From an optimization exercise on the open Yosys and OpenROAD flow, aimed at a short achievable clock period and few clock cycles; shortcuts taken in it are not production practice. No functional check of the RTL was part of any run shown here. Power figures rest on the tool's default switching activity, not on a simulated workload.

==> design/flow/design.v <==
`default_nettype none
package dlx_isa_pkg;
   localparam int data_width     = 32;
   localparam int pc_width       = 20;
   localparam int reg_addr_width = 5;
   localparam int imm_width      = 16;
   localparam int opcode_width   = 6;
   localparam int func_width     = 6;
   localparam int alu_op_width   = 3;
   localparam int opcode_lsb = 26;
   localparam int rs1_lsb    = 21;
   localparam int rs2_lsb    = 16;
   localparam int rd_lsb     = 11;
   typedef logic [data_width-1:0]     data_t;
   typedef logic [pc_width-1:0]       pc_t;
   typedef logic [reg_addr_width-1:0] reg_addr_t;
   localparam pc_t pc_reset = '0;
   typedef enum logic [opcode_width-1:0] {
      op_rtype = 6'h00,
      op_beqz  = 6'h04,
      op_bnez  = 6'h05,
      op_addi  = 6'h08,
      op_lw    = 6'h23,
      op_sw    = 6'h2b
   } opcode_e;
   typedef enum logic [func_width-1:0] {
      fn_add = 6'h20,
      fn_sub = 6'h22,
      fn_and = 6'h24,
      fn_or  = 6'h25,
      fn_xor = 6'h26,
      fn_slt = 6'h2a
   } func_e;
   typedef enum logic [alu_op_width-1:0] {
      alu_add,
      alu_sub,
      alu_and,
      alu_or,
      alu_xor,
      alu_slt
   } alu_op_e;
endpackage
`default_nettype wire
`default_nettype none
package dlx_pipe_pkg;
   typedef enum logic [1:0] {
      fwd_none,
      fwd_ex_mem,
      fwd_mem_wb
   } fwd_sel_e;
   typedef struct packed {
      logic      valid;
      logic [2:0] alu_op;
      logic      use_imm;
      logic [31:0] imm;
      logic [31:0] a;
      logic [31:0] b;
      logic [4:0] rs1;
      logic [4:0] rs2;
      logic [4:0] rd;
      logic      reg_wr_en;
      logic      mem_rd_en;
      logic      mem_wr_en;
      logic      is_branch;
      logic      branch_on_zero;
      logic [19:0] next_pc;
   } id_ex_t;
   typedef struct packed {
      logic [31:0] alu_data;
      logic [31:0] store_data;
      logic [4:0] rd;
      logic      reg_wr_en;
      logic      mem_rd_en;
      logic      mem_wr_en;
   } ex_mem_t;
   typedef struct packed {
      logic [31:0] alu_data;
      logic [4:0] rd;
      logic      reg_wr_en;
      logic      mem_to_reg;
   } mem_wb_t;
   typedef struct packed {
      logic [4:0] rd;
      logic      wr_en;
      logic [31:0] data;
   } wb_t;
   typedef struct packed {
      logic take;
      logic [19:0]target;
   } redirect_t;
endpackage
`default_nettype wire
`default_nettype none
module reg_file (
   input  wire        clk,
   input  wire        arst_n,
   input  wire [4:0]  rd_addr_a,
   input  wire [4:0]  rd_addr_b,
   output wire [31:0] rd_data_a,
   output wire [31:0] rd_data_b,
   input  wire        wr_en,
   input  wire [4:0]  wr_addr,
   input  wire [31:0] wr_data
);
   reg [31:0] regs [1:31];
   reg [31:1] written;
   genvar i;
   generate
      for (i = 1; i < 32; i = i + 1) begin : g_reg
         always @(posedge clk) begin
            if (wr_en && wr_addr == i) regs[i] <= wr_data;
         end
      end
   endgenerate
   always @(posedge clk or negedge arst_n) begin
      if (!arst_n) begin
         written <= '0;
      end else if (wr_en && wr_addr != 5'd0) begin
         written[wr_addr] <= 1'b1;
      end
   end
   wire [31:0] val [0:31];
   assign val[0] = 32'd0;
   generate
      for (i = 1; i < 32; i = i + 1) begin : g_val
         assign val[i] = written[i] ? regs[i] : 32'd0;
      end
   endgenerate
   assign rd_data_a = val[rd_addr_a];
   assign rd_data_b = val[rd_addr_b];
endmodule
`default_nettype wire
`timescale 1ns/1ns
`default_nettype none
module dlx_core (
   input  wire        clk,
   input  wire        arst_n,
   output wire        instr_rd_en,
   output wire [19:0] instr_addr,
   input  wire [31:0] instruction,
   output wire        data_rd_en,
   output wire        data_wr_en,
   output wire [31:0] data_addr,
   input  wire [31:0] data_read,
   output wire [31:0] data_write
);
   reg        rd_en_q;       
   reg [19:0] pc_f;          
   reg [19:0] pc_d;          
   reg        fv_q;          
   reg        hold_v;
   reg [31:0] hold_w;
   reg [19:0] hold_pc;
   reg        e_wr, e_load, e_store, e_br, e_beqz, e_pred;
   reg [4:0]  e_rd;
   reg [19:0] e_alt;
   reg [31:0] e_a, e_b, e_imm;
   reg        e_use_imm;
   reg        e_sub, e_and, e_or, e_xor, e_slt;
   reg        e_a_m, e_a_w, e_b_m, e_b_w;
   reg        m_wr, m_load, m_store;
   reg [4:0]  m_rd;
   reg [31:0] m_res, m_sd;
   reg        w_wr, w_load;
   reg [4:0]  w_rd;
   reg [31:0] w_res;
   wire [31:0] w_data = w_load ? data_read : w_res;
   wire [31:0] d_w   = hold_v ? hold_w  : instruction;
   wire [19:0] d_pc  = hold_v ? hold_pc : pc_d;
   wire        d_v   = hold_v | fv_q;
   wire [5:0]  d_op   = d_w[31:26];
   wire [5:0]  d_fn   = d_w[5:0];
   wire [4:0]  d_rs1  = d_w[25:21];
   wire [4:0]  d_rs2  = d_w[20:16];
   wire [4:0]  d_rdr  = d_w[15:11];
   wire [31:0] d_imm  = {{16{d_w[15]}}, d_w[15:0]};
   wire d_rtype = (d_op == 6'h00);
   wire d_f_add = (d_fn == 6'h20);
   wire d_f_sub = (d_fn == 6'h22);
   wire d_f_and = (d_fn == 6'h24);
   wire d_f_or  = (d_fn == 6'h25);
   wire d_f_xor = (d_fn == 6'h26);
   wire d_f_slt = (d_fn == 6'h2a);
   wire d_alur  = d_rtype & (d_f_add | d_f_sub | d_f_and | d_f_or | d_f_xor | d_f_slt);
   wire d_addi  = (d_op == 6'h08);
   wire d_lw    = (d_op == 6'h23);
   wire d_sw    = (d_op == 6'h2b);
   wire d_beqz  = (d_op == 6'h04);
   wire d_bnez  = (d_op == 6'h05);
   wire d_br    = (d_beqz | d_bnez) & (d_w[15:0] != 16'd0);
   wire [4:0] d_rd = d_rtype ? d_rdr : d_rs2;
   wire d_wr    = (d_alur | d_addi | d_lw) & (d_rd != 5'd0);
   wire d_use1  = (d_alur | d_addi | d_lw | d_sw | d_br) & (d_rs1 != 5'd0);
   wire d_use2  = (d_alur | d_sw) & (d_rs2 != 5'd0);
   wire d_haz1 = (e_load & (e_rd == d_rs1)) | (m_load & (m_rd == d_rs1));
   wire d_haz2 = (e_load & (e_rd == d_rs2)) | (m_load & (m_rd == d_rs2));
   wire stall  = d_v & ((d_use1 & d_haz1) | (d_use2 & d_haz2));
   wire d_pred = (d_rs1 == 5'd0) ? d_beqz : d_bnez;
   wire [19:0] d_seq    = d_pc + 20'd4;
   wire [19:0] d_target = d_seq + d_imm[19:0];
   wire [31:0] rf_a, rf_b;
   wire        rf_we = w_wr;
   reg_file reg_file_i (
      .clk       (clk),
      .arst_n    (arst_n),
      .rd_addr_a (d_rs1),
      .rd_addr_b (d_rs2),
      .rd_data_a (rf_a),
      .rd_data_b (rf_b),
      .wr_en     (rf_we),
      .wr_addr   (w_rd),
      .wr_data   (w_data)
   );
   wire [31:0] d_a = (rf_we & (w_rd == d_rs1)) ? w_data : rf_a;
   wire [31:0] d_b = (rf_we & (w_rd == d_rs2)) ? w_data : rf_b;
   wire [31:0] x_a = e_a_m ? m_res : (e_a_w ? w_res : e_a);
   wire [31:0] x_b = e_b_m ? m_res : (e_b_w ? w_res : e_b);
   wire [31:0] x_ob = e_use_imm ? e_imm : x_b;
   wire [31:0] x_sum  = x_a + x_ob;
   wire [31:0] x_diff = x_a - x_ob;
   wire        x_lt   = ($signed(x_a) < $signed(x_ob));
   reg  [31:0] x_res;
   always @* begin
      if (e_sub)      x_res = x_diff;
      else if (e_and) x_res = x_a & x_ob;
      else if (e_or)  x_res = x_a | x_ob;
      else if (e_xor) x_res = x_a ^ x_ob;
      else if (e_slt) x_res = {31'd0, x_lt};
      else            x_res = x_sum;
   end
   wire x_taken = (x_a == 32'd0) == e_beqz;
   wire mispred = e_br & (x_taken != e_pred);
   wire d_go     = d_v & ~stall & ~mispred;
   wire d_redir  = d_go & d_br & d_pred;
   always @(posedge clk or negedge arst_n) begin
      if (!arst_n) begin
         rd_en_q <= 1'b0;
         pc_f    <= 20'd0;
         pc_d    <= 20'd0;
         fv_q    <= 1'b0;
         hold_v  <= 1'b0;
      end else begin
         rd_en_q <= 1'b1;
         if (rd_en_q) begin
            pc_d <= pc_f;
            if (mispred)     pc_f <= e_alt;
            else if (stall)  pc_f <= pc_f;
            else if (d_redir) pc_f <= d_target;
            else             pc_f <= pc_f + 20'd4;
         end
         fv_q   <= rd_en_q & ~mispred & ~d_redir;
         hold_v <= stall & ~mispred;
      end
   end
   always @(posedge clk) begin
      if (stall) begin
         hold_w  <= d_w;
         hold_pc <= d_pc;
      end
   end
   always @(posedge clk or negedge arst_n) begin
      if (!arst_n) begin
         e_wr    <= 1'b0;
         e_load  <= 1'b0;
         e_store <= 1'b0;
         e_br    <= 1'b0;
      end else begin
         e_wr    <= d_go & d_wr;
         e_load  <= d_go & d_lw;
         e_store <= d_go & d_sw;
         e_br    <= d_go & d_br;
      end
   end
   always @(posedge clk) begin
      e_rd      <= d_rd;
      e_beqz    <= d_beqz;
      e_pred    <= d_pred;
      e_alt     <= d_pred ? d_seq : d_target;
      e_a       <= d_a;
      e_b       <= d_b;
      e_imm     <= d_imm;
      e_use_imm <= ~d_rtype;
      e_sub     <= d_rtype & d_f_sub;
      e_and     <= d_rtype & d_f_and;
      e_or      <= d_rtype & d_f_or;
      e_xor     <= d_rtype & d_f_xor;
      e_slt     <= d_rtype & d_f_slt;
      e_a_m     <= e_wr & (e_rd == d_rs1);
      e_a_w     <= m_wr & (m_rd == d_rs1);
      e_b_m     <= e_wr & (e_rd == d_rs2);
      e_b_w     <= m_wr & (m_rd == d_rs2);
   end
   always @(posedge clk or negedge arst_n) begin
      if (!arst_n) begin
         m_wr    <= 1'b0;
         m_load  <= 1'b0;
         m_store <= 1'b0;
         w_wr    <= 1'b0;
         w_load  <= 1'b0;
      end else begin
         m_wr    <= e_wr;
         m_load  <= e_load;
         m_store <= e_store;
         w_wr    <= m_wr;
         w_load  <= m_load;
      end
   end
   always @(posedge clk) begin
      m_rd  <= e_rd;
      m_res <= x_res;
      m_sd  <= x_b;
      w_rd  <= m_rd;
      w_res <= m_res;
   end
   assign instr_rd_en = rd_en_q;
   assign instr_addr  = pc_f;
   assign data_rd_en  = m_load;
   assign data_wr_en  = m_store;
   assign data_addr   = m_res;
   assign data_write  = m_sd;
endmodule
`default_nettype wire
==> design/flow/run.sh <==
#!/bin/bash
# synth_recipe.tcl (not shown) runs the flow's synth.tcl, then flattens the netlist and writes it again
# the make line also repeats each setting of config.mk as NAME=value (left out here)
make -C /OpenROAD-flow-scripts/flow DESIGN_CONFIG=/design/flow/config.mk WORK_HOME=/design/flow/orfs CLKGATE_MAP_FILE= SYNTH_SCRIPT=/design/flow/synth_recipe.tcl finish
==> design/flow/config.mk <==
export PLATFORM = sky130hd
export DESIGN_NAME = dlx_core
export DESIGN_NICKNAME = dlx_core
export VERILOG_FILES = /design/flow/design.v
export SDC_FILE = /design/flow/constraint.sdc
export NUM_CORES = 4
export LEC_CHECK = 0
export ABC_CLOCK_PERIOD_IN_PS = 2500
export CAP_MARGIN = 20
export CORE_MARGIN = 2
export CORE_UTILIZATION = 25
export PLACE_DENSITY = 0.4
export SETUP_SLACK_MARGIN = 5
export SLEW_MARGIN = 20
export TNS_END_PERCENT = 100
==> design/flow/constraint.sdc <==
create_clock -name core_clock -period 9.0 [get_ports {clk}]
set_input_delay 1.8000 -clock core_clock [delete_from_list [all_inputs] [get_ports {clk}]]
set_output_delay 1.8000 -clock core_clock [all_outputs]
set_load 0.01 [all_outputs]
==> summary.txt, run 1 <==
* Initial antenna violation count at 40
* Clock slew at reported path FFs at 0.06 ns
* Starting Density at 25.1%
* Rows at 190
* HP Start: e_store$_DFF_PN0_
* Die height at 523 um
* Distinct cells, synth at 95
* Synth Instances at 6506
* Routed wire length at 414 mm
* H-Tree Level Count at 4
* Syn-to-layout area delta at 23.5%
* Worst-Margin Slew at 1.28 ns
* Pwr per Cell Area at 193 nW/um2
* Slew HR at 14.6%
* Crit path max fanout at 6
* Fin. Hold Viols at 0
* Leak pwr at 28.9 nW
* RSZ-0062 raised after global routing: true
* Worst Clk Skew at 0.0556 ns
* WHS Path Cells at 0
* Reg2reg path depth at 18
* R2r setup slk at 4.81 ns
* Max clock buf depth at 3
* Yosys Warn Count at 3
* Antenna-violating nets left at 0
* CP startpoint kind: register
* Clock Sinks at 1350
* Final TNS setup at 0 ns
* Post-synth EDFFs at 1044
* Post-DP HPWL at 243 mm
* CP endpoint kind: register
* Synth Cell Area at 67200 um2
* Seq/Total Area, Yosys at 56.4%
* Most common cell after layout, fill and taps aside: nand3_1
* Syn_area_per_cell at 10.3 um2
* Main synth FF type: edfxtp_1
* Vias in the first global route at 60400
* Required @ worst endpoint at 9.72 ns
* Cell Area, Placed at 73700 um2
* Post-detailed-route wirelength per cell at 39.8 um
* Total track usage at 29.2%
* CTS tree: built
* Total CTS buffers at 165
* DRT iter0 DRCs at 12500
* Routability cong. at 0.992
* Async S/R FF share, synth at 6.15%
* Layout fillers at 27400
* Fin crit period at 4.19 ns
* Post-DR vias/cell at 6.24
* Most frequent cells in the layout: nand3_1, edfxtp_1, nand4_1
* Status: no timing/DRC/antenna violations
* Core area at 268000 um2
* DRC at 0
* Hold WC Path Type: reg -> reg
* Period utilisation layout at 46.6%
* Die Area at 273000 um2
* FF-to-FF End: pc_f[19]$_DFFE_PN0P_
* Worst skew pair latency at 0.88 ns
* Max Cap Violations at 0
* Worst r2r src: hold_v$_DFF_PN0_
* WS Path Type: reg -> reg
* Peak supply drop at 0.215 mV
* 1st-pass router iterations at 13
* Input/output buffers at 152
* Slew Viols, Final at 0
* Arrival @ worst endpoint at 4.91 ns
* Grt ovf at 0
* Die Width at 523 um
* Synthesized flop and latch total at 1350
* First-pass GRT wire length at 541 mm
* Hold endpoint: m_store$_DFF_PN0_
* Fmax at 239 MHz
* I/O pin count at 153
* Largest net degree at the start of global routing at 65
* Final setup vio count at 0
* Area of the multi-input gates at 28800 um2
* Final non-filler cell area at 83100 um2
* Share of cells above drive strength 1 at 17.0%
* Register Area at 38000 um2
* Mapped Nets at 6704
* Clk root buf: clkbuf_16
* DR vias at 64900
* Layout Nets at 6900
flip-flops by register name, indices dropped and copies added, names as in the netlist, 5 cells and up:
register            cells
reg_file_i.regs       992
e_a                    32
e_b                    32
hold_w                 32
m_res                  32
m_sd                   32
w_res                  32
reg_file_i.written     31
e_alt                  20
hold_pc                20
pc_d                   20
pc_f                   20
e_imm                  16
e_rd                    5
m_rd                    5
w_rd                    5
area by class of cell:
class	instances	area share (%)
Sequential cell	1350	45.8
Multi-Input combinational cell	4418	34.7
Timing Repair Buffer	556	6.44
Clock buffer	218	5.48
Tap cell	3552	5.35
Clock inverter	83	1.18
Inverter	210	0.957
Antenna cell	24	0.0723
Timing Repair inverter	1	0.00904
worst max-delay path: stages (launching register included):
cell,delay (ns)
dfrtp_4,0.54
buf_12,0.16
mux2_4,0.21
ha_4,0.14
nand2_4,0.04
or3_4,0.33
or3_4,0.46
nor2_4,0.13
nand2_2,0.09
xnor2_4,0.19
ha_4,0.23
buf_4,0.14
and3_1,0.22
a211o_1,0.33
a31o_4,0.24
a21oi_4,0.14
xnor2_2,0.10
xnor2_1,0.21
a311oi_2,0.12
how the worst max path moves through the flow:
| stage | from | endpoint | cells after the start |
|---|---|---|---|
| 2_1_floorplan | hold_v$_DFF_PN0_ | pc_f[19]$_DFFE_PN0P_ | 23 |
| 3_3_place_gp | instruction[22] | e_a[26]$_DFF_P_ | 12 |
| 3_5_place_dp | instruction[22] | e_a[26]$_DFF_P_ | 12 |
| 4_1_cts | hold_v$_DFF_PN0_ | pc_f[19]$_DFFE_PN0P_ | 18 |
| 5_1_grt | hold_v$_DFF_PN0_ | pc_f[19]$_DFFE_PN0P_ | 18 |
| 6_report | hold_v$_DFF_PN0_ | pc_f[19]$_DFFE_PN0P_ | 18 |
through the flow:
stage          cells  total power, mW  setup slack (ns)  utilization, %  hold WS, ns
2_1_floorplan   6506             8.14              4.39               -        0.331
3_3_place_gp    9895             8.87              2.77            27.5        0.335
3_5_place_dp    9901             8.88              2.74            27.5        0.336
4_1_cts        10300             15.9              4.69            30.6        0.348
5_1_grt        10400             16.4              4.68            31.0        0.358
6_report       10400             16.0              4.81            31.0        0.347
Yosys cell counts (29+ instances only):
master	instances	area share, %
or4_1	105	1.2
nand4_1	388	3.6
nor3_1	104	0.77
nand2_1	286	1.6
dfrtp_1	83	3.1
a21oi_1	218	1.6
xnor2_1	82	1.1
nor2_1	261	1.5
o21bai_1	29	0.32
nand3_1	1811	13
xor2_1	37	0.48
mux2_2	64	1.1
o22ai_1	83	0.77
nand2b_1	30	0.28
a31oi_1	76	0.71
a21o_1	33	0.37
ha_1	129	2.4
o21ai_0	76	0.57
o21a_1	39	0.44
edfxtp_1	1044	47
dfxtp_1	223	6.6
nor4_1	33	0.31
and3_1	69	0.64
a211oi_1	29	0.32
clkbuf_1	456	2.5
inv_1	207	1.2
buf_1	34	0.19
mux2i_1	154	2.3
where the power goes:
part | internal [mW] | switching (mW) | leakage (nW)
combinational | 0.739 | 1.18 | 14.0
sequential | 6.90 | 0.209 | 12.2
clock | 4.01 | 2.96 | 2.71
total | 11.7 | 4.35 | 28.9
logic make-up after synthesis:
kind of cell / Yosys count / share of synthesized area, %
other: 1 / 0.00558
AND/OR/NAND/NOR: 3171 / 24.2
adder cells (fa/ha/maj): 132 / 2.49
XOR/XNOR: 119 / 1.55
flip-flops: 1350 / 56.4
AO/OA/AOI/OAI: 752 / 7.31
multiplexers: 236 / 3.68
buffers and inverters: 745 / 4.37
repair_timing:
item,in CTS,in global routing
hold buffers,0,0
setup endpoints to repair,205,169
setup buffers,120,52
resized for setup,304,145
hold endpoints to repair,0,0
pin swaps,74,72
gates cloned,8,5
routing by layer:
| metal | GRT usage (%) | part of all wire (%) | vias up |
|---|---|---|---|
| li1 | - | - | 25200 |
| met1 | 36.7 | 38 | 32200 |
| met2 | 42.1 | 41 | 5924 |
| met3 | 11.2 | 14 | 1632 |
| met4 | 17.2 | 7.4 | 32 |
| met5 | 0.772 | 0.045 | - |
==> run 2: changes to the inputs <==
==> design/flow/config.mk (replaced) <==
export PLATFORM = sky130hd
export DESIGN_NAME = dlx_core
export DESIGN_NICKNAME = dlx_core
export VERILOG_FILES = /design/flow/design.v
export SDC_FILE = /design/flow/constraint.sdc
export NUM_CORES = 4
export LEC_CHECK = 0
export CAP_MARGIN = 20
export CORE_MARGIN = 2
export CORE_UTILIZATION = 25
export PLACE_DENSITY = 0.4
export SLEW_MARGIN = 20
==> run 2 against run 1 <==
  * Via count decreased by 1.8%
  * Still clean
  * Global-route usage decreased by 0.51 points
  * Register-to-register slack worse by 1.6 ns
  * Largest cell class unchanged
==> summary.txt, run 2 <==
* Status: no timing/DRC/antenna violations
* Final setup vio count at 0 (unchanged)
* Cell Chain, Critical Path: buf_4 -> mux2i_1 -> nand2_2 -> buf_4 -> nor2_4 -> buf_4 -> nand3_1 -> nand3_1 -> or4_1 -> nor3_1 -> a21oi_1
* Reg with most FFs: reg_file_i.regs
* Routability cong. at 0.988 (-0.35%)
* Met3 wire length at 56.6 mm (-2.1%)
* CP endpoint kind: register
* Arrival @ worst endpoint at 6.57 ns (+1.66 ns)
* I/O pin count at 153 (unchanged)
* Slowest CP cell: nor2_4
* Hold_buf cts at 0 (unchanged)
* HP Start: e_store$_DFF_PN0_
* Most common cell after layout, fill and taps aside: nand3_1
* Layout Nets at 6728 (-2.5%)
* CTS-repair resized insts at 0 (-100%)
* Max Cap Violations at 0 (unchanged)
* Yosys Warn Count at 3 (unchanged)
* Slew Viols, Final at 0 (unchanged)
* Worst Slack Setup Final at 3.21 ns (-1.59 ns)
* Proportion of netlist area held by the largest area contributor at 46.6% (unchanged)
* WS Path Type: reg -> reg
* Leading area contributor after synthesis: edfxtp_1
* Die Area at 273000 um2 (unchanged)
* Period utilisation layout at 64.3% (+18 points)
* Worst-Margin Slew at 1.34 ns (+0.0667 ns)
* Initial antenna violation count at 27 (-33%)
* Leak pwr at 27.4 nW (-5.3%)
* Peak supply drop at 0.216 mV (+0.23%)
* Input/output buffers at 152 (unchanged)
* Clk root buf: clkbuf_16
* Clock Sinks at 1350 (unchanged)
* CP startpoint kind: register
* Grt ovf at 0 (unchanged)
* Die height at 523 um (unchanged)
* Worst r2r src: hold_v$_DFF_PN0_
* Worst skew pair latency at 0.89 ns (about the same)
* Worst hold slack at 0.353 ns (+0.00592 ns)
* Clock slew at reported path FFs at 0.06 ns (about the same)
* Share of cells above drive strength 1 at 11.0% (-6.0 points)
* Die Width at 523 um (unchanged)
* Fin. Hold Viols at 0 (unchanged)
* Most frequent cell after synthesis: nand3_1
* Required @ worst endpoint at 9.78 ns (+0.06 ns)
* Synth top area cells: edfxtp_1, nand3_1, dfxtp_1
* Antenna-violating nets left at 0 (unchanged)
* Core area at 268000 um2 (unchanged)
* Total CTS buffers at 160 (-3.0%)
* Mapped Nets at 6704 (unchanged)
* Main synth FF type: edfxtp_1
* CP max stage delay at 0.86 ns (+0.32 ns)
* Cell mode on critical path: buf_4
* Synth Instances at 6506 (unchanged)
* Rows at 190 (unchanged)
* DR vias at 63700 (-1.8%)
* Final TNS setup at 0 ns (unchanged)
* Fin crit period at 5.79 ns (+1.59 ns)
* Max clock buf depth at 3 (unchanged)
* CTS tree: built
* Largest register FFs at 992 (unchanged)
* Vias in the first global route at 59200 (-1.9%)
* 1st-pass router iterations at 9 (-4)
* Fmax at 173 MHz (-28%)
* DRC at 0 (unchanged)
* Pwr per Cell Area at 198 nW/um2 (+2.8%)
* Total track usage at 28.7% (-0.51 points)
* Async S/R FF share, synth at 6.15% (unchanged)
* Synthesized flop and latch total at 1350 (unchanged)
* Max Used Layer: met5
* Largest net degree at the start of global routing at 66 (+1.5%)
* Synth Cell Area at 67200 um2 (unchanged)
* Starting Density at 25.1% (unchanged)
* Distinct cells, synth at 95 (unchanged)
* Routed wire length at 406 mm (-2.0%)
* Worst Clk Skew at 0.0463 ns (-0.00926 ns)
* Post-detailed-route wirelength per cell at 39.6 um (-0.34%)
* Seq/Total Area, Yosys at 56.4% (unchanged)
* Post-DP HPWL at 248 mm (+2.4%)
* Slew HR at 7.84% (-6.8 points)
* Routed met1 length at 154 mm (-1.0%)
* Crit path max fanout at 54 (+48)
* Syn_area_per_cell at 10.3 um2 (unchanged)
* RSZ-0062 raised after global routing: false
* First-pass GRT wire length at 532 mm (-1.7%)
* Post-DR vias/cell at 6.23 (-0.16%)
* H-Tree Level Count at 4 (unchanged)
* DRT iter0 DRCs at 11700 (-6.6%)
* Hold WC Path Type: reg -> reg
* Syn-to-layout area delta at 17.9%
* Top cells by count, synth: nand3_1, edfxtp_1, clkbuf_1
* Post-CTS Setup Repair Bufs at 0 (-100%)
* Post-synth EDFFs at 1044 (unchanged)
* Met2 Wirelength at 165 mm (-2.7%)
* Most frequent cells in the layout: nand3_1, edfxtp_1, nand4_1
* Setup WS pre-CTS at 2.79 ns (+0.0464 ns)
* Critical path origin: hold_v$_DFF_PN0_
run 2: cell counts after synthesis:
Identical to the previous run, type by type.
run 2: routing by layer:
| metal | GRT usage, % | vias to the layer above |
|---|---|---|
| met2 | 40.9 | 5632 |
| met3 | 10.9 | 1503 |
| met5 | 0.456 | - |
| met4 | 17.2 | 24 |
| li1 | - | 24800 |
| met1 | 36.5 | 31800 |
run 2: power breakdown:
| group | leakage (nW) | switching [mW] | internal, mW | total (mW) |
|---|---|---|---|---|
| Clock | 2.64 | 2.97 | 3.95 | 6.92 |
| Sequential | 12.2 | 0.198 | 6.90 | 7.10 |
| Combinational | 12.6 | 1.10 | 0.596 | 1.70 |
| Total | 27.4 | 4.27 | 11.4 | 15.7 |
run 2: final timing paths:
check | endpoint | slack [ns] | depth (start not counted)
max | e_a[4]$_DFF_P_ | 3.21 | 11
min | m_store$_DFF_PN0_ | 0.35 | 0
max reg2reg | e_a[4]$_DFF_P_ | 3.21 | 11
min reg2reg | m_store$_DFF_PN0_ | 0.35 | 0
max in group asynchronous | reg_file_i.written[22]$_DFFE_PN0P_ | 6.90 | 2
min in group asynchronous | pc_f[19]$_DFFE_PN0P_ | 0.92 | 1
run 2: stage by stage:
step / utilization, % / power, mW / std cells / instance area, um2
final: 29.6 / 15.7 / 10200 / 79300
after global routing: 29.6 / 16.1 / 10200 / 79200
after CTS: 29.6 / 15.7 / 10200 / 79200
after detailed placement: 27.6 / 8.88 / 9918 / 73700
after global placement: 27.5 / 8.87 / 9918 / 73700
after floorplan: - / 8.12 / 6506 / 67200
run 2: kinds of logic (layout without fill, tap and decap cells):
family                   Yosys count  in the layout  synth area share, %
AO/OA/AOI/OAI                    752            752                 7.31
buffers and inverters            745            905                 4.37
flip-flops                      1350           1350                 56.4
adder cells (fa/ha/maj)          132            132                 2.49
AND/OR/NAND/NOR                 3171           3171                 24.2
XOR/XNOR                         119            119                 1.55
multiplexers                     236            236                 3.68
other                              1             20              0.00558
run 2: worst max-delay path: cells and delay by family (launching register included):
family | cells | cell delay [ns]
compound gates | 1 | 0.19
buf+inv | 3 | 1.86
flops | 1 | 0.84
mux | 1 | 0.66
simple gates | 6 | 2.10
run 2: area by class of cell:
type / instances / area [um2]
clock inverters: 80 / 1020
repair buffers: 397 / 3440
inverters: 210 / 788
multi-input cells: 4411 / 27100
diodes: 19 / 47.5
clock buffers: 218 / 4400
flip-flops and latches: 1350 / 38000
well taps: 3552 / 4440
fillers: 27800 / 188000

-- static timing again, ports no longer ideal --
How much do the figures lean on ideal ports? The routed layouts below were timed once more, with nothing changed but the port constraints.
Step 1 sets driving cells, clkbuf_16 on the clock port and buf_2 on the other inputs (assumed; they add their load-dependent delay and slew).
Step 2 adds t to the input delays and takes it off the output delays; t is the mean of the earliest and latest rising clock arrival at the registers after step 1. Input paths then give back, and output paths get back, about the clock's delay inside the block.
a / b / c = no drivers / after step 1 / after step 2; a / b = the first two.
run | shift t [ns] | slack for setup (ns) | hold WS [ns] | clock arrival spread, ns | pins driven straight from the clock port
run 1 | 0.959 | 4.807 / 4.807 / 3.998 | 0.347 / 0.347 / 0.347 | 0.064 / 0.064 | 1
run 2 | 0.944 | 3.214 / 3.214 / 2.462 | 0.353 / 0.353 / 0.353 | 0.060 / 0.060 | 1
After both steps every run listed still meets setup and hold. For run 1, which loses most, drivers alone change the setup slack by 0.000 ns; drivers and shift together by -0.809 ns.
